Source: an optimization exercise on an open RTL-to-GDS flow (aim: small area, a short achievable clock period and few clock cycles per item). Production flows keep margins and buffers that such runs may drop.
The RTL was checked by simulation tests, not by an equivalence proof against the original design.

// permutation_unrank_queen_check_core
module permutation_unrank_queen_check_core (
  input  logic        clk,
  input  logic        rst,
  input  logic        cfg_wr_en,
  input  logic [3:0]  cfg_wr_data,
  input  logic        rank_in_valid,
  output logic        rank_in_ready,
  input  logic [15:0] rank_in_perm_rank,
  output logic        result_out_valid,
  input  logic        result_out_ready,
  output logic [23:0] result_out_placement,
  output logic        result_out_is_solution,
  output logic        result_out_rank_out_of_range
);
  logic [7:0]  sel;           
  logic [7:0]  rowv;          
  logic [2:0]  vld;
  logic        en;
  always_ff @(posedge clk) begin
    if (rst) sel <= 8'h80;
    else if (cfg_wr_en) begin
      if (cfg_wr_data[3] || cfg_wr_data[2:0] == 3'd0)
        sel <= cfg_wr_data[3] ? 8'h80 : 8'h01;
      else
        sel <= 8'h01 << (cfg_wr_data[2:0] - 3'd1);
    end
  end
  always_comb begin
    for (int j = 0; j < 8; j++) begin
      rowv[j] = 1'b0;
      for (int i = j; i < 8; i++) rowv[j] = rowv[j] | sel[i];
    end
  end
  assign en            = !vld[2] || result_out_ready;
  assign rank_in_ready = result_out_ready;
  always_ff @(posedge clk) begin
    if (rst) vld <= 3'd0;
    else if (en) vld <= {vld[1:0], rank_in_valid && result_out_ready};
  end
  logic [2:0]  s_q;
  logic        y0_q;          
  logic [5:0]  a15_q;
  logic [6:0]  a9_q;
  logic [2:0]  d7_q;          
  logic        oor0_q;
  always_ff @(posedge clk) begin
    if (en) begin
      logic [15:0] r;
      logic [12:0] y;
      r = rank_in_perm_rank;
      y = r[15:3];
      s_q    <= r[2:0];
      y0_q   <= y[0];
      a15_q  <= 6'(y[3:0]) + 6'(y[7:4]) + 6'(y[11:8]) + 6'(y[12]);
      a9_q   <= 7'(y[5:0]) + 7'(y[11:6]) + 7'(y[12]);
  ...
For scale: about 1,300 cells after synthesis, about 79 flip-flops, ~53 I/O pins.
Settings: LEC_CHECK=0, ABC_AREA=1, CAP_MARGIN=20, CORE_MARGIN=2, CORE_UTILIZATION=40, CTS_BUF_LIST=sky130_fd_sc_hd__clkbuf_8, SLEW_MARGIN=20; clock period 10.0 ns.
standard.sh (not shown) runs the stock make flow with config.mk's settings and CLKGATE_MAP_FILE= SYNTH_SCRIPT=/design/flow/synth_recipe.tcl, a recipe that flattens the netlist after the stock synthesis.
==> flow/flow/run.sh <==
#!/bin/bash
cd "$(dirname "$0")/.."
export ADDER_MAP_FILE=
export BUFFER_PORTS_ARGS="-buffer_cell sky130_fd_sc_hd__buf_1"
bash standard.sh SETUP_SLACK_MARGIN=5.75 finish > standard.log 2>&1
Testbench counts at the start, summed over its fixed seeds: cycles 32,024, items 32,000.
Change:
--- a/flow/design.v
+++ b/flow/design.v
@@ -154,26 +154,26 @@
     for (int b = 0; b < 8; b++) begin
       logic [2:0] cb;
       cb = 3'd0;
       for (int k = 0; k < 8 - b; k++)
         if (sel[k+b]) cb = cb | dg[k];
       for (int t = 0; t < 8; t++)
-        tb[b][t] = (t <= 7 - b) && (cb >= 3'(t));
+        tb[b][t] = rowv[b] && !oor1_q && (t <= 7 - b) && (cb >= 3'(t));
     end
     for (int b = 7; b >= 1; b--) begin
       for (int a = b - 1; a >= 0; a--) begin
         logic [7:0] nt;
         nt = tb[b];
         for (int t = 1; t < 8; t++)
           nt[t] = tb[b][t] | (tb[b][t-1] & !tb[a][t]);
         tb[b] = nt;
       end
     end
     for (int b = 0; b < 8; b++)
       for (int v = 0; v < 8; v++)
-        oh[b][v] = rowv[b] && tb[b][v] && (v == 7 || !tb[b][v+1]);
+        oh[b][v] = tb[b][v] && (v == 7 || !tb[b][v+1]);
     for (int m = 0; m < 15; m++) begin
       logic [7:0] xa, xd;
       xa = '0;
       xd = '0;
       for (int b = 0; b < 8; b++) begin
         if (m - b >= 0 && m - b < 8) xa[b] = oh[b][m-b];
@@ -186,26 +186,26 @@
     for (int b = 0; b < 8; b++) begin
       logic [2:0] pb;
       pb[2] = tb[b][4];
       pb[1] = (tb[b][2] && !tb[b][4]) || tb[b][6];
       pb[0] = (tb[b][1] && !tb[b][2]) || (tb[b][3] && !tb[b][4]) ||
               (tb[b][5] && !tb[b][6]) || tb[b][7];
-      if (rowv[b] && !oor1_q) place[3*b +: 3] = pb;
+      place[3*b +: 3] = pb;
     end
   end
   logic [23:0] out_place;
-  logic [1:0]  out_ca;        
-  logic [1:0]  out_cd;        
+  logic        out_ca;        
+  logic        out_cd;        
   logic        out_oor;
   always_ff @(posedge clk) begin
     if (en) begin
       out_place <= place;
-      out_ca    <= {|dup_a[14:7], |dup_a[6:0]};
-      out_cd    <= {|dup_d[14:7], |dup_d[6:0]};
+      out_ca    <= |dup_a;
+      out_cd    <= |dup_d;
       out_oor   <= oor1_q;
     end
   end
   assign result_out_valid             = vld[2];
   assign result_out_placement         = out_place;
-  assign result_out_is_solution       = !out_oor && out_ca == 2'b00 && out_cd == 2'b00;
+  assign result_out_is_solution       = !out_oor && !out_ca && !out_cd;
   assign result_out_rank_out_of_range = out_oor;
 endmodule
Result: The changed run passed the timing, design-rule and antenna checks. Final area hardly moves. First-iteration DRC count came out higher by 4.9%. Die area went down by 1.9%. Clock skew decreases by 0.0048 ns. Area after synthesis went down by 1.9%. Critical path depth stays the same. Core utilization came out higher by 0.43 points. Synthesized cell count went down by 4.9%. Worst setup slack is better by 0.0042 ns. Global-route usage goes up by 0.31 points. Sequential share of layout area decreases by 0.71 points. Final cell count went down by 5.0%.
Testbench counts after the change, summed over its fixed seeds: cycles 32,024, items 32,000.

[what the ideal ports hide]
Ports are ideal in the flow. The routed layouts listed here were re-timed in OpenROAD.
Step 1 (the two cells are an assumption about what drives the block):
set clk [get_ports {clk}]
set_driving_cell -lib_cell sky130_fd_sc_hd__clkbuf_16 $clk
set_driving_cell -lib_cell sky130_fd_sc_hd__buf_2 [delete_from_list [all_inputs] $clk]
Step 2 also shifts input and output timing later by t, the mid clock arrival at the registers, as if the neighbouring blocks saw the same clock.
Three values: ideal, step 1, step 2; two values: the first two.
| run | t (ns) | setup WS [ns] | worst setup path after step 2 | latest minus earliest clock arrival (ns) |
|---|---|---|---|---|
| the first run | 0.422 | 5.769 / 5.751 / 5.711 | input to register | 0.018 / 0.018 |
| the second run | 0.430 | 5.773 / 5.748 / 5.748 | input to output | 0.013 / 0.014 |
After both steps every run listed still meets setup and hold. The setup slack of the first run, which loses most, moves by -0.018 ns with the drivers and by -0.058 ns with both steps.
